Source: an optimization exercise on an open RTL-to-GDS flow (aim: small area). Production flows keep margins and buffers that such runs may drop.
Only simulation tests tie the RTL to the original design; equivalence was not proved.
Power figures rest on the tool's default switching activity, not on a simulated workload.

==> flow/config.mk <==
export PLATFORM = sky130hd
export DESIGN_NAME = branch_predictor
export DESIGN_NICKNAME = branch_predictor
export VERILOG_FILES = /design/flow/design.v
export SDC_FILE = /design/flow/constraint.sdc
export NUM_CORES = 4
export LEC_CHECK = 0
export CAP_MARGIN = 20
export CORE_MARGIN = 2
export CORE_UTILIZATION = 45
export PLACE_DENSITY = 0.55
export SLEW_MARGIN = 20
export SYNTH_HIERARCHICAL = 1
export SYNTH_MINIMUM_KEEP_SIZE = 0
==> flow/constraint.sdc <==
create_clock -name core_clock -period 6.5 [get_ports {clk}]
set_input_delay 1.3000 -clock core_clock [delete_from_list [all_inputs] [get_ports {clk}]]
set_output_delay 1.3000 -clock core_clock [all_outputs]
set_load 0.01 [all_outputs]
==> flow/design.v <==
package bp_pkg;
  localparam logic [1:0] NPC_SEQ = 2'b00;
  localparam logic [1:0] NPC_BR  = 2'b01;
  localparam logic [1:0] NPC_J   = 2'b10;
  localparam logic [1:0] NPC_JR  = 2'b11;
  localparam logic [1:0] CTR_WNT = 2'b01;
  localparam logic [1:0] CTR_WT  = 2'b10;
  localparam int unsigned TAG_MAX_W = 28;
  typedef struct packed {
    logic                 valid;
    logic [TAG_MAX_W-1:0] tag;
    logic [1:0]           op;
    logic [31:0]          target;
    logic [1:0]           ctr;
  } btb_entry_t;
  localparam btb_entry_t BTB_RESET = {1'b0, {TAG_MAX_W{1'b0}}, NPC_SEQ, 32'h0, CTR_WNT};
  function automatic logic [1:0] ctr_step(input logic [1:0] ctr, input logic taken);
    ctr_step = ctr;
    if (taken && ctr != 2'b11) begin
      ctr_step = ctr + 2'b01;
    end else if (!taken && ctr != 2'b00) begin
      ctr_step = ctr - 2'b01;
    end
  endfunction
endpackage
module bp_ras #(
  parameter int unsigned Depth = 4
) (
  input  logic                   clk,
  input  logic                   rst,
  input  logic                   push_i,
  input  logic                   pop_i,
  input  logic [31:0]            push_data_i,
  output logic [31:0]            top_o,
  output logic [$clog2(Depth):0] count_o
);
  localparam int unsigned PtrW = $clog2(Depth);
  localparam int unsigned CntW = $clog2(Depth) + 1;
  logic [31:0]     stack_q [Depth];
  logic [PtrW-1:0] top_q, top_d;
  logic [CntW-1:0] cnt_q, cnt_d;
  always_comb begin
    top_d = top_q;
    cnt_d = cnt_q;
    if (pop_i && cnt_q != '0) begin
      top_d = top_q - PtrW'(1);
      cnt_d = cnt_q - CntW'(1);
    end
    if (push_i) begin
      top_d = top_d + PtrW'(1);
      if (cnt_d != CntW'(Depth)) begin
        cnt_d = cnt_d + CntW'(1);
      end
    end
  end
  always_ff @(posedge clk or posedge rst) begin
    if (rst) begin
      top_q <= '0;
      cnt_q <= '0;
    end else begin
      top_q <= top_d;
      cnt_q <= cnt_d;
    end
  end
  always_ff @(posedge clk) begin
    for (int i = 0; i < int'(Depth); i++) begin
      if (push_i && top_d == PtrW'(i)) begin
        stack_q[i] <= push_data_i;
      end
    end
  end
  always_comb begin
    top_o = '0;
    for (int i = 0; i < int'(Depth); i++) begin
      top_o = top_o | (stack_q[i] & {32{top_q == PtrW'(i)}});
    end
  end
  assign count_o = cnt_q;
endmodule
import bp_pkg::*;
module bp_sel_or #(
  parameter int unsigned N = 32,
  parameter int unsigned W = 8
) (
  input  logic [N-1:0]   sel_i,
  input  logic [N*W-1:0] data_i,
  output logic [W-1:0]   data_o
);
  always_comb begin
    data_o = '0;
    for (int e = 0; e < int'(N); e++) begin
      data_o = data_o | (data_i[e*W +: W] & {W{sel_i[e]}});
    end
  end
endmodule
module branch_predictor #(
  parameter int unsigned ENTRIES   = 32,
  parameter int unsigned RAS_DEPTH = 8
) (
  input  logic        clk,
  input  logic        rst,
  input  logic        req,
  input  logic [31:0] PC_PF,
  input  logic        flush,
  input  logic        upd_valid,
  input  logic [31:0] upd_pc,
  input  logic [1:0]  upd_op,
  input  logic        upd_taken,
  input  logic [31:0] upd_target,
  input  logic        upd_call,
  output logic        pred_valid,
  output logic        pred_hit,
  output logic        pred_taken,
  output logic [31:0] target_addr_final
);
  localparam int unsigned IdxW = $clog2(ENTRIES);
  localparam int unsigned TagW = 32 - IdxW - 2;
  logic [1:0]      btb_op_q     [ENTRIES];
  logic [TagW-1:0] btb_tag_q    [ENTRIES];
  logic [31:0]     btb_target_q [ENTRIES];
  logic [1:0]      btb_ctr_q    [ENTRIES];
  logic            pred_valid_q, pred_hit_q, pred_taken_q;
  logic [31:0]     target_q;
  logic [IdxW-1:0] lk_idx, up_idx;
  logic [TagW-1:0] lk_tag, up_tag;
  logic [ENTRIES-1:0] lk_sel, up_sel;
  logic [1:0]      lk_op, up_op;
  logic            lk_ctr1;
  logic [1:0]      up_ctr_old, up_ctr;
  logic [TagW-1:0] lk_etag, up_etag;
  logic [31:0]     lk_etarget, lk_jump_target, lk_target;
  logic            lk_hit, lk_taken, up_hit, upd_en;
  logic [31:0]     ras_top;
  logic            ras_nonempty;
  assign lk_idx = PC_PF[IdxW+1:2];
  assign lk_tag = PC_PF[31:IdxW+2];
  assign up_idx = upd_pc[IdxW+1:2];
  assign up_tag = upd_pc[31:IdxW+2];
  always_comb begin
    for (int e = 0; e < int'(ENTRIES); e++) begin
      lk_sel[e] = (lk_idx == IdxW'(e));
      up_sel[e] = (up_idx == IdxW'(e));
    end
  end
  logic [ENTRIES*(2+1+TagW+32)-1:0] lk_rd_data;
  logic [ENTRIES*(2+2+TagW)-1:0]    up_rd_data;
  always_comb begin
    for (int e = 0; e < int'(ENTRIES); e++) begin
      lk_rd_data[e*(2+1+TagW+32) +: (2+1+TagW+32)] =
        {btb_op_q[e], btb_ctr_q[e][1], btb_tag_q[e], btb_target_q[e]};
      up_rd_data[e*(2+2+TagW) +: (2+2+TagW)] = {btb_op_q[e], btb_ctr_q[e], btb_tag_q[e]};
    end
  end
  bp_sel_or #(.N(ENTRIES), .W(2+1+TagW+32)) u_lk_rd (
    .sel_i  (lk_sel),
    .data_i (lk_rd_data),
    .data_o ({lk_op, lk_ctr1, lk_etag, lk_etarget})
  );
  bp_sel_or #(.N(ENTRIES), .W(2+2+TagW)) u_up_rd (
    .sel_i  (up_sel),
    .data_i (up_rd_data),
    .data_o ({up_op, up_ctr_old, up_etag})
  );
  assign lk_hit   = (lk_op != NPC_SEQ) && (lk_etag == lk_tag);
  assign lk_taken = lk_hit && (lk_op[1] || lk_ctr1);
  always_comb begin
    lk_jump_target = lk_etarget;
    if (lk_op == NPC_JR && ras_nonempty) begin
      lk_jump_target = ras_top;
    end
    lk_target = lk_taken ? lk_jump_target : (PC_PF + 32'd4);
  end
  always_ff @(posedge clk or posedge rst) begin
    if (rst) begin
      pred_valid_q <= 1'b0;
      pred_hit_q   <= 1'b0;
      pred_taken_q <= 1'b0;
      target_q     <= '0;
    end else begin
      if (flush) begin
        pred_valid_q <= 1'b0;
      end else if (req) begin
        pred_valid_q <= 1'b1;
      end
      if (req) begin
        pred_hit_q   <= lk_hit;
        pred_taken_q <= lk_taken;
        target_q     <= lk_target;
      end
    end
  end
  assign pred_valid        = pred_valid_q;
  assign pred_hit          = pred_hit_q;
  assign pred_taken        = pred_taken_q;
  assign target_addr_final = target_q;
  assign upd_en = upd_valid && (upd_op != NPC_SEQ);
  assign up_hit = (up_op != NPC_SEQ) && (up_etag == up_tag);
  always_comb begin
    if (!up_hit) begin
      up_ctr = upd_taken ? CTR_WT : CTR_WNT;
    end else if (upd_op == NPC_BR) begin
      up_ctr = up_ctr_old;
      if (upd_taken && up_ctr_old != 2'b11) begin
        up_ctr = up_ctr_old + 2'b01;
      end else if (!upd_taken && up_ctr_old != 2'b00) begin
        up_ctr = up_ctr_old - 2'b01;
      end
    end else begin
      up_ctr = up_ctr_old;
    end
  end
  always_ff @(posedge clk or posedge rst) begin
    if (rst) begin
      for (int e = 0; e < int'(ENTRIES); e++) begin
        btb_op_q[e] <= NPC_SEQ;
      end
    end else begin
      for (int e = 0; e < int'(ENTRIES); e++) begin
        if (upd_en && up_sel[e]) begin
          btb_op_q[e] <= upd_op;
        end
      end
    end
  end
  always_ff @(posedge clk) begin
    for (int e = 0; e < int'(ENTRIES); e++) begin
      if (upd_en && up_sel[e]) begin
        btb_tag_q[e]    <= up_tag;
        btb_target_q[e] <= upd_target;
        btb_ctr_q[e]    <= up_ctr;
      end
    end
  end
  logic                       ras_push, ras_pop;
  logic [31:0]                ras_push_data;
  logic [$clog2(RAS_DEPTH):0] ras_count;
  assign ras_push      = upd_en && upd_call;
  assign ras_pop       = upd_en && (upd_op == NPC_JR);
  assign ras_push_data = upd_pc + 32'd8;   
  bp_ras #(
    .Depth (RAS_DEPTH)
  ) u_ras (
    .clk         (clk),
    .rst         (rst),
    .push_i      (ras_push),
    .pop_i       (ras_pop),
    .push_data_i (ras_push_data),
    .top_o       (ras_top),
    .count_o     (ras_count)
  );
  assign ras_nonempty = (ras_count != '0);
endmodule
==> flow/flow/run.sh <==
#!/bin/bash
set -euo pipefail
export CTS_ARGS="-sink_clustering_enable -repair_clock_nets -dont_use_dummy_load -sink_clustering_size 16 -sink_clustering_max_diameter 50 -buf_list {sky130_fd_sc_hd__clkbuf_4 sky130_fd_sc_hd__clkbuf_8}"
export BUFFER_PORTS_ARGS="-buffer_cell sky130_fd_sc_hd__buf_4"
bash standard.sh > flow.log 2>&1
==> flow/standard.sh <==
#!/bin/bash
# synth_recipe.tcl (not shown) runs the flow's synth.tcl, then flattens the netlist and writes it again
# the make line also repeats each setting of config.mk as NAME=value (left out here)
make -C /OpenROAD-flow-scripts/flow DESIGN_CONFIG=/design/flow/config.mk WORK_HOME=/design/flow/orfs CLKGATE_MAP_FILE= SYNTH_SCRIPT=/design/flow/synth_recipe.tcl "${@:-finish}"
==> results of run 1 <==
kinds of logic after synthesis:
family,Yosys count,share of synthesized area
AOI/OAI and AO/OA,1720,0.143
and+or+nand+nor,852,0.0557
muxes,86,0.0108
adders and majority gates,18,0.00250
xor gates and xnor gates,108,0.0110
DFF,2250,0.745
buffers and inverters,468,0.0314
flip-flops by register name, summed over array words and instances, names as in the netlist, 3 cells and up:
register	cells
btb_target_q	1024
btb_tag_q	800
u_ras.stack_q	256
btb_ctr_q	64
btb_op_q	64
target_q	32
u_ras.cnt_q	4
u_ras.top_q	3
worst max-delay path: stages:
cell,delay [ns]
buf_4,0.20
inv_1,0.23
nand2_1,0.43
buf_4,0.24
nor2_4,0.04
buf_12,0.20
a22oi_1,0.22
nand4_1,0.10
or4_1,0.55
xnor2_1,0.67
buf_4,0.23
nand4_1,0.16
or4_1,0.60
a2111oi_0,0.68
o22ai_4,0.37
cells in the final DEF (no fill, tap or decap), types with 20 or more instances in the layout:
cell	count
a21oi_1	21
a221oi_1	46
a22oi_1	1470
and3_1	20
buf_12	37
buf_4	381
clkbuf_8	201
dfrtp_1	105
diode_2	32
edfxtp_1	2144
inv_1	32
mux2_2	68
nand2_1	74
nand3_1	45
nand4_1	385
nor2_1	35
nor2_4	70
nor3_1	25
o21ai_0	40
o21ai_1	24
or4_1	92
xnor2_1	60
xor2_1	45
metrics by stage:
stage	total power, mW	TNS [ns]	setup WS [ns]
2_1_floorplan	18.4	-2.08	-0.0381
3_3_place_gp	19.9	0	0.0722
3_5_place_dp	19.9	-2.55	-0.0819
4_1_cts	26.9	0	1.00
5_1_grt	27.7	0	0.852
6_report	26.9	0	0.843
layout make-up:
cell class	count	area (um^2)	share of cell area
Multi-Input combinational cell	2784	20800	0.213
Timing Repair Buffer	419	3630	0.0371
Tap cell	2656	3320	0.0340
Antenna cell	32	80.1	0.000818
Sequential cell	2250	67000	0.685
Inverter	53	221	0.00226
Clock buffer	201	2770	0.0283
power by group:
group | switching [mW] | internal [mW]
sequential | 0.266 | 16.2
combinational | 2.17 | 0.969
clock | 4.52 | 2.74
total | 6.95 | 19.9
layer usage:
| layer | GRT usage | up-vias | share of wire |
|---|---|---|---|
| met3 | 0.0890 | 892 | 0.12 |
| met1 | 0.422 | 30300 | 0.38 |
| met2 | 0.488 | 4313 | 0.45 |
| met4 | 0.158 | 10 | 0.054 |
| li1 | - | 23400 | - |
| met5 | 0 | - | 0.00020 |
worst min path at each step:
stage | end | slack [ns] | from
3_5_place_dp | pred_valid_q | 0.51 | pred_valid_q
4_1_cts | u_ras.cnt_q[2] | 0.21 | rst
3_3_place_gp | pred_valid_q | 0.49 | pred_valid_q
5_1_grt | u_ras.cnt_q[3] | 0.28 | rst
6_report | u_ras.cnt_q[2] | 0.30 | rst
2_1_floorplan | btb_op_q[23][0] | 0.49 | btb_op_q[23][0]
==> impl_metrics.json, run 1 <==
{
  "status": "finished clean",
  "syn2layout_area_growth_pct": 8.79,
  "place.gp.congestion": 0.963,
  "skew_ns": 0.106,
  "syn_area_mm2": 0.0900,
  "cp.arrival_ns": 6.30,
  "rsz0062_at_grt": "false",
  "cp-end-kind": "flop",
  "drc_errors": 0,
  "synth_top_area_frac": 0.716,
  "p_per_area_mw_per_mm2": 275,
  "cts_buffers": 201,
  "start_util": 0.451,
  "final_util": 0.491,
  "whs_ns": 0.297,
  "synth-seq-cells": 2250,
  "postSynth.asyncResetShare": 0.0471,
  "hold_class": "in2async",
  "synth_cell_types": 88,
  "cts.sinks": 2250,
  "synth_area_leaders": "edfxtp_1 72%, a22oi_1 12%, dfrtp_1 2.9%",
  "slew_violations": 0,
  "postCtsHoldBufs": 0,
  "coreArea_mm2": 0.199,
  "worstSetupStartpointType": "primary input",
  "finalHoldViolCount": 0,
  "path_clk_slew_ns": 0.06,
  "cts.path.max_buffers": 3,
  "htree_levels": 4,
  "num_vias": 58900,
  "ys_top_cells_by_count": "2144 x edfxtp_1, 1470 x a22oi_1, 385 x nand4_1, 157 x clkbuf_1, 122 x buf_2",
  "die_w_um": 451,
  "yosys.area.top_type": "edfxtp_1",
  "wl_per_cell_um": 39.5,
  "vias_per_cell": 7.02,
  "fillCellCount": 16600,
  "drt_iter0_drc": 9281,
  "synth.avg_cell_area_um2": 16.4,
  "design.die.area_mm2": 0.204,
  "setup_viol_count_final": 0,
  "synth_ff_type": "edfxtp_1",
  "cts_tree": "built",
  "totalWireLength_um": 331000,
  "post-route-period-util": 0.870,
  "cts_resized": 0,
  "grt_usage": 0.320,
  "critPathMaxFanout": 32,
  "io_buffers": 139,
  "fin_crit_ns": 5.66,
  "fp-row-count": 164,
  "irDropWorstVdd_mv": 0.215,
  "netlist_instances": 5502,
  "critPathKind": "in2reg",
  "antenna_found_initial": 43,
  "root_buffer": "clkbuf_8",
  "r2r_slack_ns": 1.93,
  "crit_path_end": "btb_ctr_q[25][0]",
  "die_h_um": 451,
  "final_antenna_net_count": 0,
  "worstMarginPinSlew_ns": 1.24,
  "p_leak_nw": 29.9,
  "synth_enable_flop_cells": 2144,
  "dr.pass1.iters": 7,
  "fin_cells": 8395,
  "r2r_start": "btb_tag_q[6][1]",
  "drive_above_1_share": 0.149,
  "drv_cap": 0,
  "grt_pass1_vias": 56100,
  "slew_headroom": 0.171,
  "grt-ovfl-total": 0,
  "r2r_end": "btb_ctr_q[25][0]",
  "required_ns": 7.14,
  "fmax_ghz": 0.177,
  "place_hpwl_um": 207000,
  "cts_setup_buffers": 0,
  "grt_max_degree": 62,
  "yosysWarnings": 15,
  "dp_cells": 8160,
  "synth_seq_area_share": 0.745,
  "startpoint": "upd_pc[3]",
  "synth.most_common_cell": "edfxtp_1",
  "placed_cell_area_mm2": 0.0950,
  "clkLatencyLatePin_ns": 1.02,
  "nets": 5832,
  "grt_pass1_wl_um": 453000,
  "final_area_mm2": 0.0979,
  "ff2ff_path_depth": 9,
  "pin_count": 140
}
==> run 2, diff against run 1 <==
==> flow/flow/run.sh (replaced) <==
#!/bin/bash
set -euo pipefail
export CTS_ARGS="-sink_clustering_enable -repair_clock_nets -dont_use_dummy_load -sink_clustering_size 12 -sink_clustering_max_diameter 40 -buf_list {sky130_fd_sc_hd__clkbuf_4 sky130_fd_sc_hd__clkbuf_8}"
export BUFFER_PORTS_ARGS="-buffer_cell sky130_fd_sc_hd__buf_4"
bash standard.sh > flow.log 2>&1
==> run 2 against run 1 <==
  * Via count grew 0.58%
  * Clock skew grew 0.0056 ns
  * Critical path depth is 1 lower
  * Utilization increased by 0.90 points
  * Setup slack got worse by 0.13 ns
  * Critical path type unchanged
  * Clock-buffer cell count increased by 130
  * Synthesized cell count stayed put
  * Largest cell class unchanged
  * Clock power rose by about 30%
  * Non-clock buffer count stayed put
==> impl_metrics.json, run 2 <==
{
  "num_vias": 59300,
  "final_common_cell": "edfxtp_1",
  "pre_cts_slack_ns": -0.0819,
  "netlist_instances": 5502,
  "p_leak_nw": 30.9,
  "worstMarginPinSlew_ns": 1.21,
  "nets": 5962,
  "status": "finished clean",
  "yosysWarnings": 15,
  "mostFrequentLayoutCells": "2144 x edfxtp_1, 1470 x a22oi_1, 385 x nand4_1",
  "setup_slack_ns": 0.708,
  "drive_above_1_share": 0.168,
  "yosys.area.top_type": "edfxtp_1",
  "place_hpwl_um": 207000,
  "rsz0062_at_grt": "false",
  "critPathMaxFanout": 32,
  "hold_class": "in2async",
  "design.die.area_mm2": 0.204,
  "grt_pass1_vias": 57300,
  "grt_max_degree": 62,
  "fp-row-count": 164,
  "synth_area_leaders": "edfxtp_1 72%, a22oi_1 12%, dfrtp_1 2.9%",
  "reg.largest.list": "btb_target_q x1024, btb_tag_q x800, u_ras.stack_q x256",
  "final_antenna_net_count": 0,
  "required_ns": 7.18,
  "ff2ff_path_depth": 9,
  "grtUsageMet2": 0.489,
  "skew_ns": 0.112,
  "p_per_area_mw_per_mm2": 292,
  "cts_buffers": 331,
  "grt_usage": 0.322,
  "dp_cells": 8160,
  "setup_viol_count_final": 0,
  "coreArea_mm2": 0.199,
  "root_buffer": "clkbuf_8",
  "irDropWorstVdd_mv": 0.223,
  "cts.sinks": 2250,
  "slew_violations": 0,
  "largest_register": "btb_target_q",
  "busiest_layer": "met2",
  "synth-seq-cells": 2250,
  "synth_enable_flop_cells": 2144,
  "postCtsHoldBufs": 0,
  "ys_top_cells_by_count": "2144 x edfxtp_1, 1470 x a22oi_1, 385 x nand4_1, 157 x clkbuf_1, 122 x buf_2",
  "power.total_mw": 29.1,
  "totalWireLength_um": 334000,
  "slew_headroom": 0.193,
  "die_w_um": 451,
  "fin_cells": 8523,
  "cp.arrival_ns": 6.48,
  "path_clk_slew_ns": 0.05,
  "synth_cell_types": 88,
  "start_util": 0.451,
  "wl_per_cell_um": 39.2,
  "fmax_ghz": 0.173,
  "worstSetupStartpointType": "primary input",
  "dr.pass1.iters": 8,
  "synth.most_common_cell": "edfxtp_1",
  "fillCellCount": 16500,
  "vias_per_cell": 6.96,
  "synth_top_area_frac": 0.716,
  "postSynth.asyncResetShare": 0.0471,
  "largest_reg_flops": 1024,
  "cts_setup_buffers": 0,
  "grt_pass1_wl_um": 457000,
  "post-route-period-util": 0.891,
  "drt_iter0_drc": 9121,
  "htree_levels": 5,
  "drc_errors": 0,
  "synth_seq_area_share": 0.745,
  "cp-end-kind": "flop",
  "place.gp.congestion": 0.963,
  "met3_usage": 0.0979,
  "synth.avg_cell_area_um2": 16.4,
  "synth_ff_type": "edfxtp_1",
  "syn_area_mm2": 0.0900,
  "r2r_end": "btb_ctr_q[25][0]",
  "finalHoldViolCount": 0,
  "pin_count": 140,
  "cts_resized": 0,
  "antenna_found_initial": 50,
  "use_met1": 0.420,
  "grt-ovfl-total": 0,
  "clkLatencyLatePin_ns": 1.10,
  "r2r_start": "btb_tag_q[6][1]",
  "cts.path.max_buffers": 4,
  "syn2layout_area_growth_pct": 10.8,
  "io_buffers": 139,
  "cts_tree": "built",
  "die_h_um": 451,
  "drv_cap": 0,
  "r2r_slack_ns": 1.74,
  "critPathKind": "in2reg",
  "fin_crit_ns": 5.79
}
## run 2: cell counts after synthesis
No cell type changed its count.
## run 2: worst max-delay path, stage by stage
cell and delay (ns):
buf_4 0.20, inv_1 0.23, nand2_1 0.44, nor2_4 0.09, buf_4 0.22, a22oi_1 0.20, nand4_1 0.23, or4_1 0.65
xnor2_1 0.79, buf_4 0.24, nand4_1 0.16, or4_1 0.60, a2111oi_0 0.68, o22ai_4 0.37
## run 2: per-stage QoR
| step | area (um^2) | utilization | setup TNS (ns) | hold WS (ns) |
|---|---|---|---|---|
| after floorplan | 90000 | - | -2.08 | 0.489 |
| after global placement | 95000 | 0.477 | 0 | 0.487 |
| after detailed placement | 95000 | 0.477 | -2.55 | 0.506 |
| after CTS | 99500 | 0.499 | 0 | 0.152 |
| after global routing | 99600 | 0.500 | 0 | 0.224 |
| final | 99600 | 0.500 | 0 | 0.215 |
## run 2: metal layers
metal / share of wire / up-vias
met3: 0.12 / 948
met4: 0.053 / 22
met5: 0.00037 / -
met1: 0.37 / 30300
li1: - / 23700
met2: 0.45 / 4329
## run 2: cell families (layout without fill, tap and decap cells)
kind of cell    count (synthesis)  after routing  share of synthesized area
other cells                     0             30                          0
fa+ha+maj                      18             18                    0.00250
mux                            86             86                     0.0108
xor+xnor                      108            108                     0.0110
buf+inv                       468            803                     0.0314
compound gates               1720           1720                      0.143
flops                        2250           2250                      0.745
simple gates                  852            852                     0.0557
## run 2: worst max-delay path by stage
stage | startpoint | to | slack (ns) | cells past startpoint
2_1_floorplan | upd_pc[6] | btb_op_q[23][1] | -0.04 | 4
3_3_place_gp | upd_pc[3] | btb_ctr_q[2][0] | 0.07 | 15
3_5_place_dp | upd_pc[3] | btb_ctr_q[28][0] | -0.08 | 15
4_1_cts | upd_pc[3] | btb_ctr_q[11][0] | 1.03 | 15
5_1_grt | upd_pc[3] | btb_ctr_q[11][0] | 0.80 | 15
6_report | upd_pc[3] | btb_ctr_q[25][0] | 0.71 | 14
## run 2: cell type report
cell class / instances / area (um^2) / area share
repair buffers: 419 / 3630 / 0.0364
multi-input cells: 2784 / 20800 / 0.209
well taps: 2656 / 3320 / 0.0333
inverters: 53 / 221 / 0.00222
diodes: 30 / 75.1 / 0.000753
clock buffers: 331 / 4560 / 0.0457
flip-flops and latches: 2250 / 67000 / 0.673
## run 2: where the power goes
group,switching (mW),internal [mW],total (mW)
Clock,4.97,4.49,9.46
Sequential,0.266,16.3,16.5
Combinational,2.18,0.969,3.15
==> run 3, diff against run 2 <==
--- a/flow/design.v
+++ b/flow/design.v
@@ -79,4 +79,11 @@
 endmodule
 import bp_pkg::*;
+module bp_aoi3 (
+  input  logic [2:0] s_i,
+  input  logic [2:0] d_i,
+  output logic       y_o
+);
+  assign y_o = ~|(s_i & d_i);
+endmodule
 module bp_sel_or #(
   parameter int unsigned N = 32,
@@ -87,9 +94,25 @@
   output logic [W-1:0]   data_o
 );
-  always_comb begin
-    data_o = '0;
-    for (int e = 0; e < int'(N); e++) begin
-      data_o = data_o | (data_i[e*W +: W] & {W{sel_i[e]}});
-    end
+  localparam int unsigned G = (N + 2) / 3;
+  logic [3*G-1:0] sel_pad;
+  logic [G-1:0]   grp_n [W];
+  assign sel_pad = (3*G)'(sel_i);
+  for (genvar b = 0; b < int'(W); b++) begin : g_bit
+    logic [3*G-1:0] col;
+    for (genvar e = 0; e < int'(3*G); e++) begin : g_col
+      if (e < int'(N)) begin : g_d
+        assign col[e] = data_i[e*W + b];
+      end else begin : g_z
+        assign col[e] = 1'b0;
+      end
+    end
+    for (genvar g = 0; g < int'(G); g++) begin : g_grp
+      bp_aoi3 u_aoi (
+        .s_i (sel_pad[3*g +: 3]),
+        .d_i (col[3*g +: 3]),
+        .y_o (grp_n[b][g])
+      );
+    end
+    assign data_o[b] = ~&grp_n[b];
   end
 endmodule
==> flow/flow/run.sh (replaced) <==
#!/bin/bash
set -euo pipefail
export CTS_ARGS="-sink_clustering_enable -repair_clock_nets -dont_use_dummy_load -sink_clustering_size 14 -sink_clustering_max_diameter 45 -buf_list {sky130_fd_sc_hd__clkbuf_4 sky130_fd_sc_hd__clkbuf_8}"
export BUFFER_PORTS_ARGS="-buffer_cell sky130_fd_sc_hd__buf_4"
bash standard.sh > flow.log 2>&1
==> run 3 against run 2 <==
  * Highest routed layer unchanged
  * Setup slack better by 0.48 ns
  * Register-to-register slack better by 0.42 ns
  * Design area is 2.2% lower
  * Die area is 4.7% lower
  * Combinational power is 5% higher
  * Synthesized cell count is 17% lower
  * Clock-buffer cell count is 57 lower
  * First-iteration DRC count is 51% higher
  * Area after synthesis is 4.7% lower
  * Via count is 2.4% lower
  * Global-route usage is 0.96 points higher
  * Critical path depth is 4 higher
==> impl_metrics.json, run 3 <==
{
  "cts_setup_buffers": 0,
  "skew_ns": 0.0900,
  "setup_viol_count_final": 0,
  "cpMostUsedCell": "buf_4",
  "status": "finished clean",
  "grt_max_degree": 62,
  "slowest_stage": "inv_1",
  "path_cells": "buf_4 > inv_2 > nor2_1 > nand2_1 > inv_1 > buf_4 > buf_4 > a222oi_1 > nand4_1 > or3_1 > xnor2_1 > nand4_1 > nor3_1 > nand4_1 > buf_4 > o21ba_1 > a211o_1 > buf_12",
  "fmax_ghz": 0.188,
  "io_buffers": 139,
  "pin_count": 140,
  "p_leak_nw": 30.8,
  "cts_tree": "built",
  "largest_register": "btb_target_q",
  "yosysWarnings": 17,
  "postCtsHoldBufs": 0,
  "synth-simple-area-share": 0.0441,
  "cp_slowest_stage_delay_ns": 0.56,
  "netlist_instances": 4552,
  "fillCellCount": 15400,
  "die_h_um": 440,
  "clkLatencyLatePin_ns": 1.06,
  "dr.pass1.iters": 14,
  "rsz0062_at_grt": "false",
  "synth.most_common_cell": "edfxtp_1",
  "mostFrequentLayoutCells": "2144 x edfxtp_1, 980 x a222oi_1, 375 x buf_4",
  "synthXorXnorAreaFrac": 0.0111,
  "design.die.area_mm2": 0.194,
  "coreArea_mm2": 0.190,
  "start_util": 0.452,
  "place.gp.congestion": 0.979,
  "drive_above_1_share": 0.167,
  "synthMuxAreaShare": 0.0221,
  "reg.largest.list": "btb_target_q x1024, btb_tag_q x800, u_ras.stack_q x256",
  "die_w_um": 440,
  "synth_ff_type": "edfxtp_1",
  "synth_compound_area_frac": 0.132,
  "required_ns": 7.22,
  "fin_cells": 7876,
  "final_antenna_net_count": 0,
  "whs_ns": 0.295,
  "synth_area_leaders": "edfxtp_1 75%, a222oi_1 11%, dfrtp_1 3.1%",
  "synth_seq_area_share": 0.782,
  "cp.arrival_ns": 6.04,
  "synth_cell_types": 64,
  "cts.sinks": 2250,
  "htree_levels": 5,
  "synth_top_area_frac": 0.751,
  "slew_violations": 0,
  "postSynth.asyncResetShare": 0.0471,
  "fin_crit_ns": 5.32,
  "place_hpwl_um": 199000,
  "setup_slack_ns": 1.18,
  "synth_enable_flop_cells": 2144,
  "cp-end-kind": "flop",
  "vias_per_cell": 7.35,
  "post-route-period-util": 0.818,
  "grt-ovfl-total": 0,
  "p_comb_frac": 0.117,
  "pre_cts_slack_ns": 0.363,
  "synth.avg_cell_area_um2": 18.8,
  "synth_top_family_by_area": "compound AO/OA/AOI/OAI gates",
  "wl_per_cell_um": 41.6,
  "finalHoldViolCount": 0,
  "syn2layout_area_growth_pct": 13.7,
  "grt_pass1_vias": 54800,
  "antenna_found_initial": 21,
  "grt_pass1_wl_um": 444000,
  "grt_usage": 0.332,
  "worstMarginPinSlew_ns": 1.26,
  "yosys.area.top_type": "edfxtp_1",
  "cts_buffers": 274,
  "slew_headroom": 0.152,
  "final_util": 0.514,
  "cts_resized": 0,
  "root_buffer": "clkbuf_8",
  "clkPwrFrac": 0.301,
  "path_clk_slew_ns": 0.05,
  "worstSetupStartpointType": "primary input",
  "nets": 5475,
  "fp-row-count": 160,
  "ys_top_cells_by_count": "2144 x edfxtp_1, 980 x a222oi_1, 204 x nand4_1, 116 x nand3_1",
  "drc_errors": 0,
  "num_vias": 57900,
  "swShare": 0.259,
  "cts.path.max_buffers": 4,
  "final_common_cell": "edfxtp_1",
  "switching_power_mw": 7.34,
  "irDropWorstVdd_mv": 0.189,
  "largest_reg_flops": 1024,
  "seqPwrFrac": 0.582,
  "synth-seq-cells": 2250,
  "hold_class": "in2async",
  "drt_iter0_drc": 13700,
  "dp_cells": 7582,
  "critPathKind": "in2reg",
  "internal-power_mw": 21.0,
  "syn_area_mm2": 0.0857,
  "p_per_area_mw_per_mm2": 291,
  "critPathMaxFanout": 32,
  "drv_cap": 0,
  "synth_fa_ha_area_frac": 0.00263,
  "final_area_mm2": 0.0974,
  "placed_cell_area_mm2": 0.0935,
  "totalWireLength_um": 328000
}
## run 3: cell types whose count changed after synthesis, moves of 78 or more
cell / previous run / this run
or3_1: 15 / 93
clkbuf_1: 157 / 56
or4_1: 92 / 0
nand4_1: 385 / 204
a222oi_1: 5 / 980
buf_6: 107 / 4
a22oi_1: 1470 / 51
buf_2: 122 / 8
## run 3: final timing paths
check,depth (start not counted),from,slack [ns],end
max,18,upd_pc[3],1.18,btb_ctr_q[9][0]
min,2,rst,0.30,u_ras.cnt_q[3]
max reg2reg,11,btb_tag_q[0][23],2.16,target_q[18]
min reg2reg,2,pred_valid_q,0.51,pred_valid_q
max in group asynchronous,3,rst,4.75,target_q[29]
min in group core_clock,2,flush,0.42,pred_valid_q
## run 3: cell families after synthesis
logic type,count (synthesis)
AND/OR/NAND/NOR,689
XOR/XNOR,105
flip-flops,2250
AO/OA/AOI/OAI,1196
other,2
buffers and inverters,117
adder cells (fa/ha/maj),18
multiplexers,175
## run 3: final cells by class
type	count	area (um^2)	area share
sequential	2250	67000	0.688
timing repair buffer	421	3730	0.0383
multi-input combinational	2361	19500	0.201
clock buffer	274	3770	0.0387
tap	2511	3140	0.0322
antenna	15	37.5	0.000385
inverter	44	178	0.00182
## run 3: per-module statistics from Yosys, one instance, submodules excluded, a selection
module	cells inside	copies in the design	cell area (um^2)
bp_aoi3	1	979	10.0
branch_predictor	2630	1	63500
## run 3: critical path, delay by kind of cell
| family | cells | cell delay, ns |
|---|---|---|
| AND/OR/NAND/NOR | 7 | 1.56 |
| buffers and inverters | 7 | 2.03 |
| XOR/XNOR | 1 | 0.18 |
| AO/OA/AOI/OAI | 3 | 0.91 |
## run 3: power groups by stage
stage | clock, mW | sequential, mW | combinational, mW
2_1_floorplan | 0 | 16.7 | 1.65
3_3_place_gp | 0 | 16.8 | 3.20
3_5_place_dp | 0 | 16.8 | 3.21
4_1_cts | 8.62 | 16.5 | 3.22
5_1_grt | 9.15 | 16.5 | 3.46
6_report | 8.54 | 16.5 | 3.31
## run 3: through the flow
step           power [mW]  TNS [ns]
6_report             28.3         0
3_5_place_dp         20.0         0
5_1_grt              29.1         0
4_1_cts              28.3         0
3_3_place_gp         20.0         0
2_1_floorplan        18.3    -41.11
## run 3: per-layer routing
layer	track usage	up-vias	share of wire
li1	-	22400	-
met4	0.172	10	0.062
met5	0	-	0.00019
met3	0.0951	924	0.14
met1	0.451	29600	0.37
met2	0.487	4898	0.43
==> run 4, diff against run 3 <==
--- a/flow/design.v
+++ b/flow/design.v
@@ -70,10 +70,17 @@
     end
   end
-  always_comb begin
-    top_o = '0;
+  logic [Depth-1:0]       top_sel;
+  logic [Depth*32-1:0]    stack_flat;
+  always_comb begin
     for (int i = 0; i < int'(Depth); i++) begin
-      top_o = top_o | (stack_q[i] & {32{top_q == PtrW'(i)}});
-    end
-  end
+      top_sel[i]              = (top_q == PtrW'(i));
+      stack_flat[i*32 +: 32]  = stack_q[i];
+    end
+  end
+  bp_sel_or #(.N(Depth), .W(32)) u_top_rd (
+    .sel_i  (top_sel),
+    .data_i (stack_flat),
+    .data_o (top_o)
+  );
   assign count_o = cnt_q;
 endmodule
==> flow/flow/run.sh (replaced) <==
#!/bin/bash
set -euo pipefail
export CTS_ARGS="-sink_clustering_enable -repair_clock_nets -dont_use_dummy_load -sink_clustering_size 16 -sink_clustering_max_diameter 50 -buf_list {sky130_fd_sc_hd__clkbuf_4 sky130_fd_sc_hd__clkbuf_8}"
export BUFFER_PORTS_ARGS="-buffer_cell sky130_fd_sc_hd__buf_4"
bash standard.sh > flow.log 2>&1
==> run 4 against run 3 <==
  * Design area is 1.7% lower
  * Combinational power is 6.3% lower
  * Highest routed layer unchanged
  * Largest power group unchanged
  * Global-route usage down 1.1 points
  * Utilization shrank 0.37 points
  * Still clean on timing, DRC and antenna
  * Critical endpoint is now btb_ctr_q[24][0]
  * Die area shrank 0.73%
  * Register-to-register slack got worse by 0.08 ns
  * Sequential power barely moved
  * Wire length shrank 3.8%
  * Critical path depth is 2 lower
  * Total power decreased by 6.0%
==> impl_metrics.json, run 4 <==
{
  "status": "finished clean",
  "coreArea_mm2": 0.188,
  "largest_reg_flops": 1024,
  "pre_cts_slack_ns": 0.338,
  "yosysWarnings": 19,
  "postCtsHoldBufs": 0,
  "nets": 5331,
  "slew_headroom": 0.146,
  "drv_cap": 0,
  "r2r_start": "btb_tag_q[0][6]",
  "reg.largest.list": "btb_target_q x1024, btb_tag_q x800, u_ras.stack_q x256",
  "cts.path.max_buffers": 3,
  "cp-end-kind": "flop",
  "vias_per_cell": 7.30,
  "multiInputGateArea_mm2": 0.0194,
  "cts_tree": "built",
  "power.total_mw": 26.6,
  "fin_setup_tns_ns": 0,
  "ff2ff_path_depth": 12,
  "grt-ovfl-total": 0,
  "totalWireLength_um": 315000,
  "antenna_found_initial": 18,
  "netlist_instances": 4434,
  "cp_slowest_stage_delay_ns": 0.59,
  "grt_pass1_wl_um": 429000,
  "grt_pass1_vias": 53700,
  "largest_register": "btb_target_q",
  "syn2layout_area_growth_pct": 12.7,
  "postSynth.asyncResetShare": 0.0471,
  "drive_above_1_share": 0.148,
  "rsz0062_at_grt": "false",
  "post-route-period-util": 0.828,
  "dr.pass1.iters": 22,
  "cp.arrival_ns": 6.08,
  "mostFrequentLayoutCells": "2144 x edfxtp_1, 1076 x a222oi_1, 333 x buf_4",
  "critPathKind": "in2reg",
  "slew_violations": 0,
  "grt_usage": 0.321,
  "skew_ns": 0.129,
  "root_buffer": "clkbuf_8",
  "grt_max_degree": 63,
  "regArea_mm2": 0.0670,
  "synth-seq-cells": 2250,
  "critPathMaxFanout": 20,
  "path_clk_slew_ns": 0.09,
  "setup_slack_ns": 1.12,
  "place.gp.congestion": 0.943,
  "p_per_area_mw_per_mm2": 278,
  "die_h_um": 439,
  "cts.sinks": 2250,
  "critPathTopFamily": "simple AND/OR/NAND/NOR gates",
  "die_w_um": 439,
  "hold_class": "in2async",
  "critPathBufInv": 5,
  "start_util": 0.453,
  "setup_viol_count_final": 0,
  "clkLatencyLatePin_ns": 1.01,
  "synth_area_leaders": "edfxtp_1 76%, a222oi_1 13%, dfrtp_1 3.1%",
  "cpMostUsedCell": "buf_4",
  "cts_buffers": 191,
  "ys_top_cells_by_count": "2144 x edfxtp_1, 1076 x a222oi_1, 192 x nand4_1, 152 x nand3_1, 106 x dfrtp_1",
  "r2r_slack_ns": 2.08,
  "yosys.area.top_type": "edfxtp_1",
  "cts_resized": 0,
  "fp-row-count": 159,
  "p_leak_nw": 30.0,
  "worstMarginPinSlew_ns": 1.28,
  "synth_cell_types": 56,
  "htree_levels": 4,
  "fin_crit_ns": 5.38,
  "path_cells": "buf_4 > inv_1 > nand2_1 > nor2_1 > nand3_1 > inv_1 > buf_4 > a222oi_1 > nand4_1 > or3_1 > xor2_1 > nor4_1 > nand4_1 > o21ba_2 > a211o_1 > buf_4",
  "synth_seq_area_share": 0.788,
  "cts_setup_buffers": 0,
  "synth_top_area_frac": 0.757,
  "place_hpwl_um": 190000,
  "syn_area_mm2": 0.0851,
  "synth.avg_cell_area_um2": 19.2,
  "required_ns": 7.20,
  "irDropWorstVdd_mv": 0.191,
  "design.die.area_mm2": 0.193,
  "final_antenna_net_count": 0,
  "wl_per_cell_um": 40.9,
  "io_buffers": 139,
  "drc_errors": 0,
  "pin_count": 140,
  "fillCellCount": 15400,
  "final_util": 0.510,
  "synth_ff_type": "edfxtp_1",
  "fmax_ghz": 0.186,
  "r2r_end": "target_q[1]",
  "synth_enable_flop_cells": 2144,
  "worstSetupStartpointType": "primary input",
  "drt_iter0_drc": 13400,
  "crit_cells": 16,
  "final_common_cell": "edfxtp_1",
  "slowest_stage": "inv_1",
  "num_vias": 56300,
  "finalHoldViolCount": 0,
  "synth.most_common_cell": "edfxtp_1"
}
==> run 4: cell types whose count changed after synthesis, moves of 17 or more <==
| cell | change |
|---|---|
| a222oi_1 | +96 |
| a22oi_1 | -50 |
| nor2_1 | -17 |
| clkbuf_1 | -29 |
| a221oi_1 | -46 |
| mux2_1 | -34 |
| nand3_1 | +36 |
| a21oi_1 | -18 |
==> run 4: stage by stage <==
| step | hold WS (ns) | cells | area, um^2 |
|---|---|---|---|
| 2_1_floorplan | 0.492 | 4673 | 86000 |
| 3_3_place_gp | 0.488 | 7498 | 92900 |
| 3_5_place_dp | 0.496 | 7509 | 93100 |
| 4_1_cts | 0.326 | 7700 | 95700 |
| 5_1_grt | 0.385 | 7705 | 95800 |
| 6_report | 0.407 | 7710 | 95800 |
==> run 4: kinds of logic after synthesis <==
family,count (synthesis),share of synthesized area
DFF,2250,0.788
AOI/OAI and AO/OA,1139,0.131
and+or+nand+nor,699,0.0453
muxes,139,0.0175
xor gates and xnor gates,109,0.0115
buffers and inverters,79,0.00388
adders and majority gates,16,0.00235
other,3,0.000132
==> run 4: how the worst max path moves through the flow <==
stage               startpoint          endpoint
detailed placement   upd_pc[3]  btb_ctr_q[21][0]
finish               upd_pc[3]  btb_ctr_q[24][0]
CTS                  upd_pc[3]  btb_ctr_q[24][0]
global placement     upd_pc[3]  btb_ctr_q[13][0]
floorplan             PC_PF[4]       target_q[0]
global route         upd_pc[3]  btb_ctr_q[24][0]
==> run 4: final cells by class <==
cell class                 instances  area share
sequential                      2250       0.700
tap                             2495      0.0326
inverter                          42     0.00183
timing repair buffer             381      0.0365
multi-input combinational       2344       0.202
clock buffer                     191      0.0274
antenna                            7    0.000183
==> run 4: power by group <==
part	switching, mW	internal (mW)
Sequential	0.206	16.3
Combinational	2.24	0.857
Clock	4.44	2.61
==> run 4: layer usage <==
| layer | up-vias | GRT usage | wire, um |
|---|---|---|---|
| met3 | 696 | 0.0782 | 41300 |
| met1 | 29200 | 0.436 | 116000 |
| met5 | - | 0.00447 | 155 |
| li1 | 22000 | - | - |
| met2 | 4368 | 0.484 | 141000 |
| met4 | 8 | 0.156 | 16800 |
==> run 4: Yosys stat by module, one instance, submodules excluded, a selection <==
module            flip-flops and latches  copies in the design
bp_aoi3                                0                  1075
branch_predictor                    1987                     1
==> run 5, diff against run 4 <==
==> flow/flow/run.sh (replaced) <==
#!/bin/bash
set -euo pipefail
export CTS_ARGS="-sink_clustering_enable -repair_clock_nets -dont_use_dummy_load -sink_clustering_size 16 -sink_clustering_max_diameter 50 -buf_list {sky130_fd_sc_hd__clkbuf_4 sky130_fd_sc_hd__clkbuf_8}"
export BUFFER_PORTS_ARGS="-buffer_cell sky130_fd_sc_hd__buf_4"
export RECOVER_POWER=100
bash standard.sh > flow.log 2>&1
==> run 5 against run 4 <==
  * Now fails the layout checks on max-capacitance violations, max-slew violations
  * Critical path type unchanged
  * First-iteration DRC count is 1.3% lower
  * Via count is 0.24% lower
  * Clock-buffer cell count unchanged
  * Worst hold slack better by 0.020 ns
  * Final cell count barely moved
  * Design area is 1.0% lower
  * Critical path depth unchanged
  * Clock skew fell by 0.0018 ns
  * Clock power hardly changed
  * Highest routed layer unchanged
  * Largest cell class unchanged
==> impl_metrics.json, run 5 <==
{
  "p_leak_nw": 29.3,
  "io_buffers": 139,
  "fmax_ghz": 0.168,
  "pre_cts_slack_ns": 0.338,
  "check-failures": "max-capacitance violations, max-slew violations",
  "slew_violations": 2457,
  "rsz0062_at_grt": "false",
  "yosys.area.top_type": "edfxtp_1",
  "pin_count": 140,
  "synth_enable_flop_cells": 2144,
  "yosysWarnings": 19,
  "status": "failed layout checks",
  "critPathMaxFanout": 21,
  "root_buffer": "clkbuf_8",
  "wl_per_cell_um": 40.9,
  "fp-row-count": 159,
  "cts_resized": 0,
  "whs_ns": 0.427,
  "worstMarginPinSlew_ns": 3.61,
  "postSynth.asyncResetShare": 0.0471,
  "cp-end-kind": "flop",
  "drc_errors": 0,
  "grt-ovfl-total": 0,
  "ys_top_cells_by_count": "2144 x edfxtp_1, 1076 x a222oi_1, 192 x nand4_1, 152 x nand3_1, 106 x dfrtp_1",
  "fin_cells": 7712,
  "critPathKind": "in2reg",
  "synth_top_area_frac": 0.757,
  "synth_seq_area_share": 0.788,
  "start_util": 0.453,
  "dr.pass1.iters": 22,
  "synth.avg_cell_area_um2": 19.2,
  "slew_headroom": -1.41,
  "synth.most_common_cell": "edfxtp_1",
  "synth_area_leaders": "edfxtp_1 76%, a222oi_1 13%, dfrtp_1 3.1%",
  "finalHoldViolCount": 0,
  "cp.arrival_ns": 6.80,
  "cts_buffers": 191,
  "post-route-period-util": 0.914,
  "postCtsHoldBufs": 0,
  "nets": 5331,
  "dp_cells": 7509,
  "cts.sinks": 2250,
  "grt_usage": 0.321,
  "grt_pass1_wl_um": 429000,
  "clkLatencyLatePin_ns": 1.01,
  "mostFrequentLayoutCells": "2144 x edfxtp_1, 1076 x a222oi_1, 242 x conb_1",
  "place.gp.congestion": 0.943,
  "fin_crit_ns": 5.94,
  "setup_slack_ns": 0.557,
  "htree_levels": 4,
  "reg.largest.list": "btb_target_q x1024, btb_tag_q x800, u_ras.stack_q x256",
  "design.die.area_mm2": 0.193,
  "final_area_mm2": 0.0948,
  "final_common_cell": "edfxtp_1",
  "synth-seq-cells": 2250,
  "path_clk_slew_ns": 0.05,
  "fin_setup_tns_ns": 0,
  "syn2layout_area_growth_pct": 11.5,
  "coreArea_mm2": 0.188,
  "die_h_um": 439,
  "synth_ff_type": "edfxtp_1",
  "final_antenna_net_count": 0,
  "p_per_area_mw_per_mm2": 280,
  "cts.path.max_buffers": 3,
  "setup_viol_count_final": 0,
  "netlist_instances": 4434,
  "worstSetupStartpointType": "primary input",
  "required_ns": 7.35,
  "placed_cell_area_mm2": 0.0931,
  "drt_iter0_drc": 13200,
  "skew_ns": 0.127,
  "place_hpwl_um": 190000,
  "hold_class": "in2async",
  "totalWireLength_um": 315000,
  "die_w_um": 439,
  "cts_setup_buffers": 0,
  "num_vias": 56200,
  "largest_register": "btb_target_q",
  "cts_tree": "built",
  "irDropWorstVdd_mv": 0.191,
  "drv_cap": 79,
  "grt_pass1_vias": 53700,
  "largest_reg_flops": 1024,
  "synth_cell_types": 56,
  "antenna_found_initial": 19,
  "grt_max_degree": 63,
  "drive_above_1_share": 0.114,
  "syn_area_mm2": 0.0851,
  "vias_per_cell": 7.28
}
-- run 5: changes by cell type in the layout (fill, tap and decap cells not counted), moves of 8 or more --
cell      change
buf_4       -146
clkbuf_1    +142
nor2_1       +14
nor2_4       -14
clkbuf_2     +13
buf_12       -12
nor3_1        +8
nor3_4        -8
-- run 5: final cells by class --
cell class,instances,area (um^2)
Antenna cell,9,22.5
Clock buffer,191,2630
Fill cell,15600,93000
Inverter,42,161
Multi-Input combinational cell,2344,19100
Sequential cell,2250,67000
Tap cell,2495,3120
Timing Repair Buffer,381,2760
-- run 5: critical path, stage by stage --
cell and delay [ns]:
buf_4 0.16, inv_1 0.09, ha_1 0.19, nand2_1 0.25
nor3_4 0.29, clkbuf_1 1.35, a222oi_1 0.37, nand4_1 0.34
or3_1 0.43, xor2_1 0.12, nor4_1 0.56, nand2_1 0.21
nor4_4 0.22, buf_12 0.21, mux2_2 0.35, mux2_2 0.26
-- run 5: path summary, 6_finish.rpt --
path / start / end / slack, ns / depth (start not counted)
worst min-delay path: rst / u_ras.cnt_q[2] / 0.43 / 2
min in group core_clock: flush / pred_valid_q / 0.48 / 2
worst min register to register: pred_valid_q / pred_valid_q / 0.51 / 2
worst max register to register: u_ras.cnt_q[0] / u_ras.stack_q[6][23] / 1.13 / 11
max in group asynchronous: rst / pred_hit_q / 1.69 / 3
worst max-delay path: PC_PF[2] / target_q[1] / 0.56 / 16
-- run 5: cell families after synthesis --
logic type                 count (synthesis)  synth area share
AOI/OAI and AO/OA                       1139             0.131
xor gates and xnor gates                 109            0.0115
adders and majority gates                 16           0.00235
buffers and inverters                     79           0.00388
DFF                                     2250             0.788
muxes                                    139            0.0175
other                                      3          0.000132
and+or+nand+nor                          699            0.0453
-- run 5: layer usage --
layer | GRT usage | vias to the layer above | wire [um]
li1 | - | 22000 | -
met5 | 0.00447 | - | 155
met3 | 0.0782 | 732 | 41200
met2 | 0.484 | 4355 | 139000
met4 | 0.156 | 8 | 17800
met1 | 0.436 | 29100 | 117000
-- run 5: where the power goes --
group          internal (mW)  total (mW)  switching (mW)
clock network           2.61        7.05            4.44
registers               16.3        16.5           0.204
logic                  0.795        3.02            2.22
-- run 5: Yosys stat by module (local to each module, per instance), a selection --
module / cell area (um^2) / cells inside / flops+latches / times used
branch_predictor: 63500 / 2623 / 1987 / 1
bp_aoi3: 10.0 / 1 / 0 / 1075
-- run 5: metrics by stage --
stage,util,power (mW)
2_1_floorplan,-,18.1
3_3_place_gp,0.494,19.8
3_5_place_dp,0.496,19.8
4_1_cts,0.510,26.6
5_1_grt,0.505,27.3
6_report,0.505,26.6
==> run 6, diff against run 5 <==
==> flow/flow/run.sh (replaced) <==
#!/bin/bash
set -euo pipefail
export CTS_ARGS="-sink_clustering_enable -repair_clock_nets -dont_use_dummy_load -sink_clustering_size 16 -sink_clustering_max_diameter 50 -buf_list {sky130_fd_sc_hd__clkbuf_4 sky130_fd_sc_hd__clkbuf_8}"
export BUFFER_PORTS_ARGS="-buffer_cell sky130_fd_sc_hd__buf_4"
bash standard.sh > flow.log 2>&1
--- a/flow/config.mk
+++ b/flow/config.mk
@@ -8,6 +8,6 @@
 export CAP_MARGIN = 20
 export CORE_MARGIN = 2
-export CORE_UTILIZATION = 45
-export PLACE_DENSITY = 0.55
+export CORE_UTILIZATION = 55
+export PLACE_DENSITY = 0.65
 export SLEW_MARGIN = 20
 export SYNTH_HIERARCHICAL = 1
==> run 6 against run 5 <==
  * The run now finishes clean
  * Final cell count is 5.5% lower
  * Sequential power hardly changed
  * Clock power down 3.3%
  * First-iteration DRC count increased by 6.3%
  * Flip-flop and latch count did not move
  * Area after synthesis unchanged
  * Total power down 1.6%
  * Fmax grew 2.2%
  * Global-route usage is 6.0 points higher
==> impl_metrics.json, run 6 <==
{
  "largest_reg_flops": 1024,
  "final_util": 0.621,
  "r2r_slack_ns": 2.12,
  "synth_enable_flop_cells": 2144,
  "fin_setup_tns_ns": 0,
  "synth_cell_types": 56,
  "yosysWarnings": 19,
  "ys_top_cells_by_count": "2144 x edfxtp_1, 1076 x a222oi_1, 192 x nand4_1, 152 x nand3_1, 106 x dfrtp_1",
  "mostFrequentLayoutCells": "2144 x edfxtp_1, 1076 x a222oi_1, 364 x buf_4",
  "coreArea_mm2": 0.154,
  "htree_levels": 4,
  "synth_area_leaders": "edfxtp_1 76%, a222oi_1 13%, dfrtp_1 3.1%",
  "p_leak_nw": 30.1,
  "place.gp.congestion": 0.965,
  "path_clk_slew_ns": 0.09,
  "synth_seq_area_share": 0.788,
  "rsz0062_at_grt": "false",
  "yosys.area.top_type": "edfxtp_1",
  "root_buffer": "clkbuf_8",
  "cts.sinks": 2250,
  "cp-end-kind": "flop",
  "vias_per_cell": 7.86,
  "final_area_mm2": 0.0955,
  "drive_above_1_share": 0.153,
  "cts_buffers": 184,
  "syn2layout_area_growth_pct": 12.3,
  "num_vias": 57300,
  "nets": 5360,
  "postCtsHoldBufs": 0,
  "drv_cap": 0,
  "fp-row-count": 144,
  "synth.avg_cell_area_um2": 19.2,
  "cp.arrival_ns": 6.47,
  "worstMarginPinSlew_ns": 1.29,
  "postSynth.asyncResetShare": 0.0471,
  "final_antenna_net_count": 0,
  "placed_cell_area_mm2": 0.0928,
  "critPathKind": "in2reg",
  "grt_pass1_vias": 54300,
  "io_buffers": 139,
  "synth_ff_type": "edfxtp_1",
  "fin_crit_ns": 5.82,
  "place_hpwl_um": 190000,
  "finalHoldViolCount": 0,
  "totalWireLength_um": 305000,
  "synth_top_area_frac": 0.757,
  "cts_tree": "built",
  "setup_viol_count_final": 0,
  "pin_count": 140,
  "die_w_um": 397,
  "cts.path.max_buffers": 3,
  "synth.most_common_cell": "edfxtp_1",
  "reg.largest.list": "btb_target_q x1024, btb_tag_q x800, u_ras.stack_q x256",
  "worstSetupStartpointType": "primary input",
  "final_common_cell": "edfxtp_1",
  "largest_register": "btb_target_q",
  "hold_class": "in2async",
  "die_h_um": 397,
  "grt_max_degree": 65,
  "design.die.area_mm2": 0.158,
  "drt_iter0_drc": 14000,
  "clkLatencyLatePin_ns": 1.01,
  "dp_cells": 7088,
  "synth-seq-cells": 2250,
  "drc_errors": 0,
  "netlist_instances": 4434,
  "cts_setup_buffers": 0,
  "slew_violations": 0,
  "post-route-period-util": 0.895,
  "cts_resized": 0,
  "syn_area_mm2": 0.0851,
  "fmax_ghz": 0.172,
  "dr.pass1.iters": 17,
  "wl_per_cell_um": 41.9,
  "fin_cells": 7290,
  "start_util": 0.553,
  "p_per_area_mw_per_mm2": 274,
  "antenna_found_initial": 17,
  "grt-ovfl-total": 0,
  "critPathMaxFanout": 13,
  "status": "finished clean",
  "skew_ns": 0.131,
  "irDropWorstVdd_mv": 0.238,
  "slew_headroom": 0.137,
  "grt_pass1_wl_um": 416000,
  "required_ns": 7.16,
  "grt_usage": 0.380
}
## run 6: metal layers
| layer | wire length, um | vias to the layer above | global-route usage |
|---|---|---|---|
| li1 | - | 22100 | - |
| met1 | 105000 | 28700 | 0.520 |
| met2 | 132000 | 5476 | 0.551 |
| met3 | 49800 | 1049 | 0.121 |
| met4 | 18800 | 18 | 0.198 |
| met5 | 145 | - | 0.00151 |
## run 6: cells by family after synthesis
logic type / share of synthesized area
flops: 0.788
compound gates: 0.131
simple gates: 0.0453
mux: 0.0175
xor+xnor: 0.0115
buf+inv: 0.00388
fa+ha+maj: 0.00235
other cells: 0.000132
## run 6: layout make-up
| type | instances | area [um^2] |
|---|---|---|
| Fill cell | 11100 | 58400 |
| Multi-Input combinational cell | 2344 | 19300 |
| Tap cell | 2044 | 2560 |
| Sequential cell | 2250 | 67000 |
| Clock buffer | 184 | 2530 |
| Antenna cell | 9 | 22.5 |
| Inverter | 42 | 175 |
| Timing Repair Buffer | 417 | 3830 |
## run 6: path summary, 6_finish.rpt
path,to,start,depth (start not counted)
min reg2reg,pred_valid_q,pred_valid_q,2
min in group core_clock,pred_valid_q,flush,2
max in group asynchronous,btb_op_q[7][1],rst,3
max reg2reg,target_q[1],btb_tag_q[3][18],10
min,u_ras.cnt_q[3],rst,2
max,btb_ctr_q[5][0],upd_pc[3],17
## run 6: per-module statistics from Yosys (local to each module, per instance), excerpt
| module | copies in the design | flip-flops and latches | cells inside | area (um^2) |
|---|---|---|---|---|
| branch_predictor | 1 | 1987 | 2623 | 63500 |
| bp_aoi3 | 1075 | 0 | 1 | 10.0 |
## run 6: metrics by stage
stage | hold WS, ns | power, mW | setup slack [ns]
after floorplan | 0.492 | 18.1 | 0.0153
after global placement | 0.497 | 19.5 | 0.0874
after detailed placement | 0.494 | 19.5 | 0.0733
after CTS | 0.286 | 26.0 | 0.976
after global routing | 0.340 | 26.7 | 0.733
final | 0.354 | 26.1 | 0.684
## run 6: critical path: stages
cell and delay [ns]:
buf_4 0.15, inv_1 0.22, nand2_1 0.26, nor2_1 0.10, nand2_1 0.25, inv_1 0.45
buf_12 0.32, a222oi_1 0.40, nand4_1 0.22, or3_1 0.44, xnor2_1 0.63, nand4_1 0.18
nor3_1 0.20, nand4_1 0.38, o21ba_2 0.35, a211o_1 0.36, buf_4 0.23
## run 6: power breakdown
part	leakage (nW)	total [mW]	switching (mW)	internal, mW
combinational	8.18	2.84	1.97	0.872
sequential	20.6	16.5	0.204	16.3
clock	1.32	6.82	4.31	2.52
==> run 7, diff against run 6 <==
==> flow/flow/run.sh (replaced) <==
#!/bin/bash
set -euo pipefail
export CTS_ARGS="-sink_clustering_enable -repair_clock_nets -dont_use_dummy_load -sink_clustering_size 18 -sink_clustering_max_diameter 50 -buf_list {sky130_fd_sc_hd__clkbuf_4 sky130_fd_sc_hd__clkbuf_8}"
export BUFFER_PORTS_ARGS="-buffer_cell sky130_fd_sc_hd__buf_4"
bash standard.sh > flow.log 2>&1
--- a/flow/config.mk
+++ b/flow/config.mk
@@ -6,9 +6,9 @@
 export NUM_CORES = 4
 export LEC_CHECK = 0
-export CAP_MARGIN = 20
+export CAP_MARGIN = 10
 export CORE_MARGIN = 2
-export CORE_UTILIZATION = 55
-export PLACE_DENSITY = 0.65
-export SLEW_MARGIN = 20
+export CORE_UTILIZATION = 45
+export PLACE_DENSITY = 0.55
+export SLEW_MARGIN = 10
 export SYNTH_HIERARCHICAL = 1
 export SYNTH_MINIMUM_KEEP_SIZE = 0
==> run 7 against run 6 <==
  * Largest cell class unchanged
  * Flip-flop and latch count is the same
  * Critical endpoint is now btb_ctr_q[25][0]
  * Sequential share of layout area shrank 0.12 points
  * Clock power grew 5.3%
  * Largest power group unchanged
  * Critical path depth shrank 1
  * Still clean on timing, DRC and antenna
  * Clock skew grew 0.0043 ns
==> impl_metrics.json, run 7 <==
{
  "status": "finished clean",
  "critPathMaxFanout": 20,
  "switching_power_mw": 6.92,
  "clkPwrFrac": 0.269,
  "start_util": 0.453,
  "place_hpwl_um": 189000,
  "grt_pass1_vias": 53500,
  "htree_levels": 4,
  "p_leak_nw": 29.9,
  "synth.avg_cell_area_um2": 19.2,
  "critPathKind": "in2reg",
  "placed_cell_area_mm2": 0.0929,
  "worstMarginPinSlew_ns": 1.36,
  "synth.most_common_cell": "edfxtp_1",
  "synth_area_leaders": "edfxtp_1 76%, a222oi_1 13%, dfrtp_1 3.1%",
  "grt_pass1_wl_um": 429000,
  "cts.sinks": 2250,
  "setup_viol_count_final": 0,
  "path_clk_slew_ns": 0.08,
  "grtUsageMet2": 0.484,
  "drc_errors": 0,
  "crit_path_end": "btb_ctr_q[25][0]",
  "slowest_stage": "inv_1",
  "required_ns": 7.15,
  "r2r_start": "btb_tag_q[0][6]",
  "final_area_mm2": 0.0957,
  "synth-seq-cells": 2250,
  "synth_ff_type": "edfxtp_1",
  "drive_above_1_share": 0.147,
  "post-route-period-util": 0.840,
  "busiest_layer": "met2",
  "syn2layout_area_growth_pct": 12.5,
  "r2r_end": "target_q[0]",
  "multiInputGateArea_mm2": 0.0194,
  "fin_setup_tns_ns": 0,
  "io_buffers": 139,
  "cp_slowest_stage_delay_ns": 0.63,
  "whs_ns": 0.366,
  "use_met1": 0.439,
  "postSynth.asyncResetShare": 0.0471,
  "die_h_um": 439,
  "grt_usage": 0.321,
  "startpoint": "upd_pc[3]",
  "drv_cap": 0,
  "p_per_area_mw_per_mm2": 280,
  "reg.largest.list": "btb_target_q x1024, btb_tag_q x800, u_ras.stack_q x256",
  "synth_cell_types": 56,
  "drt_iter0_drc": 13100,
  "ys_top_cells_by_count": "2144 x edfxtp_1, 1076 x a222oi_1, 192 x nand4_1, 152 x nand3_1, 106 x dfrtp_1",
  "synth_top_area_frac": 0.757,
  "fmax_ghz": 0.183,
  "final_common_cell": "edfxtp_1",
  "swShare": 0.259,
  "postCtsHoldBufs": 0,
  "largest_reg_flops": 1024,
  "netlist_instances": 4434,
  "yosys.area.top_type": "edfxtp_1",
  "grt_max_degree": 63,
  "largest_register": "btb_target_q",
  "path_cells": "buf_4 > inv_1 > nand2_1 > nor2_1 > nand3_1 > inv_1 > buf_4 > a222oi_1 > nand4_1 > or3_1 > xor2_1 > nor4_1 > nand4_1 > o21ba_2 > a211o_1 > buf_4",
  "clkLatencyLatePin_ns": 1.00,
  "place.gp.congestion": 0.943,
  "seqPwrFrac": 0.616,
  "die_w_um": 439,
  "cts_resized": 0,
  "regArea_mm2": 0.0670,
  "slew_violations": 0,
  "p_comb_frac": 0.116,
  "cp-end-kind": "flop",
  "yosysWarnings": 19,
  "slew_headroom": 0.0926,
  "cts_tree": "built",
  "irDropWorstVdd_mv": 0.195,
  "synth_enable_flop_cells": 2144,
  "internal-power_mw": 19.8,
  "r2r_slack_ns": 1.96,
  "finalHoldViolCount": 0,
  "num_vias": 56300,
  "pin_count": 140,
  "fin_crit_ns": 5.46,
  "skew_ns": 0.135,
  "vias_per_cell": 7.31,
  "root_buffer": "clkbuf_8",
  "power.total_mw": 26.7,
  "mostFrequentLayoutCells": "2144 x edfxtp_1, 1076 x a222oi_1, 333 x buf_4",
  "cts_buffers": 200,
  "design.die.area_mm2": 0.193,
  "cpMostUsedCell": "buf_4",
  "rsz0062_at_grt": "false",
  "wl_per_cell_um": 40.9,
  "coreArea_mm2": 0.188,
  "synth_seq_area_share": 0.788,
  "hold_class": "in2async",
  "fillCellCount": 15400,
  "met3_usage": 0.0774,
  "syn_area_mm2": 0.0851,
  "dr.pass1.iters": 22,
  "antenna_found_initial": 16,
  "worstSetupStartpointType": "primary input",
  "cp.arrival_ns": 6.11,
  "grt-ovfl-total": 0,
  "cts.path.max_buffers": 3,
  "final_antenna_net_count": 0,
  "totalWireLength_um": 316000,
  "cts_setup_buffers": 0,
  "fp-row-count": 159,
  "ff2ff_path_depth": 12,
  "nets": 5327
}
run 7: cell types whose count changed in the layout (fill, tap and decap cells not counted), moves of 4 or more:
| cell | change |
|---|---|
| buf_12 | -6 |
| buf_16 | -8 |
| buf_4 | -31 |
| buf_8 | -4 |
| clkbuf_8 | +16 |
run 7: layer usage:
| metal | routed length [um] | vias to the layer above |
|---|---|---|
| li1 | - | 22000 |
| met1 | 117000 | 29100 |
| met2 | 141000 | 4509 |
| met3 | 41800 | 716 |
| met4 | 16500 | 14 |
| met5 | 95 | - |
run 7: cell type report:
type / count / share of cell area
multi-input combinational: 2344 / 0.202
sequential: 2250 / 0.701
clock buffer: 200 / 0.0288
timing repair buffer: 368 / 0.0334
tap: 2495 / 0.0326
antenna: 11 / 0.000288
inverter: 42 / 0.00183
run 7: power groups by stage:
stage               Sequential, mW  Combinational, mW  Clock, mW
floorplan                     16.7               1.35          0
global placement              16.8               2.99          0
detailed placement            16.8               3.00          0
CTS                           16.5               3.01       7.26
global route                  16.5               3.21       7.75
finish                        16.5               3.10       7.18
run 7: worst max-delay path: cells and delay by family:
kind	cells	cell delay (ns)
xor gates and xnor gates	1	0.17
AOI/OAI and AO/OA	3	0.89
buffers and inverters	5	1.58
and+or+nand+nor	7	2.14
run 7: cells by family (layout without fill, tap and decap cells):
| kind of cell | Yosys count | after routing | share of synthesized area |
|---|---|---|---|
| AOI/OAI and AO/OA | 1139 | 1139 | 0.131 |
| xor gates and xnor gates | 109 | 109 | 0.0115 |
| adders and majority gates | 16 | 16 | 0.00235 |
| buffers and inverters | 79 | 610 | 0.00388 |
| DFF | 2250 | 2250 | 0.788 |
| muxes | 139 | 139 | 0.0175 |
| other | 3 | 253 | 0.000132 |
| and+or+nand+nor | 699 | 699 | 0.0453 |
run 7: through the flow:
| step | setup slack, ns | std cells | util |
|---|---|---|---|
| floorplan | 0.0153 | 4673 | - |
| global placement | 0.337 | 7498 | 0.494 |
| detailed placement | 0.291 | 7499 | 0.495 |
| CTS | 1.28 | 7699 | 0.509 |
| global route | 0.940 | 7707 | 0.509 |
| finish | 1.04 | 7710 | 0.509 |
run 7: how the worst min path moves through the flow:
stage	start	endpoint	slack [ns]
floorplan	btb_op_q[23][1]	btb_op_q[23][1]	0.49
global placement	pred_valid_q	pred_valid_q	0.49
detailed placement	pred_valid_q	pred_valid_q	0.50
CTS	rst	u_ras.cnt_q[1]	0.29
global route	rst	u_ras.top_q[1]	0.33
finish	rst	u_ras.cnt_q[1]	0.37
run 7: per-module statistics from Yosys, one instance, submodules excluded, excerpt:
module,flops+latches,cells
bp_aoi3,0,1
branch_predictor,1987,2623

==> port drivers added, routing unchanged <==
The results above use ideal ports. As a check the final layouts listed here were re-extracted and re-timed, cells and wires unchanged. Step 1, drivers: a clkbuf_16 drives clk and a buf_2 each remaining input, both assumed. Step 2 also shifts input and output timing later by t, the mid clock arrival at the registers, as if the neighbouring blocks saw the same clock. a / b / c = ideal ports / drivers / drivers and shift; a / b = the first two.
run	t (ns)	slack for setup (ns)	worst slew at a driven data input, ns
run 1	1.042	0.843 / 0.876 / -0.166	0.21
run 2	1.137	0.708 / 0.746 / -0.391	0.20
run 3	1.114	1.185 / 1.250 / 0.137	0.14
run 4	1.032	1.120 / 1.165 / 0.133	0.19
run 5	1.038	0.557 / 0.580 / -0.458	0.18
run 6	1.037	0.684 / 0.676 / -0.361	0.18
run 7	1.022	1.040 / 1.084 / 0.062	0.17
For run 2, which loses most, drivers alone change the setup slack by +0.038 ns; drivers and shift together by -1.099 ns.
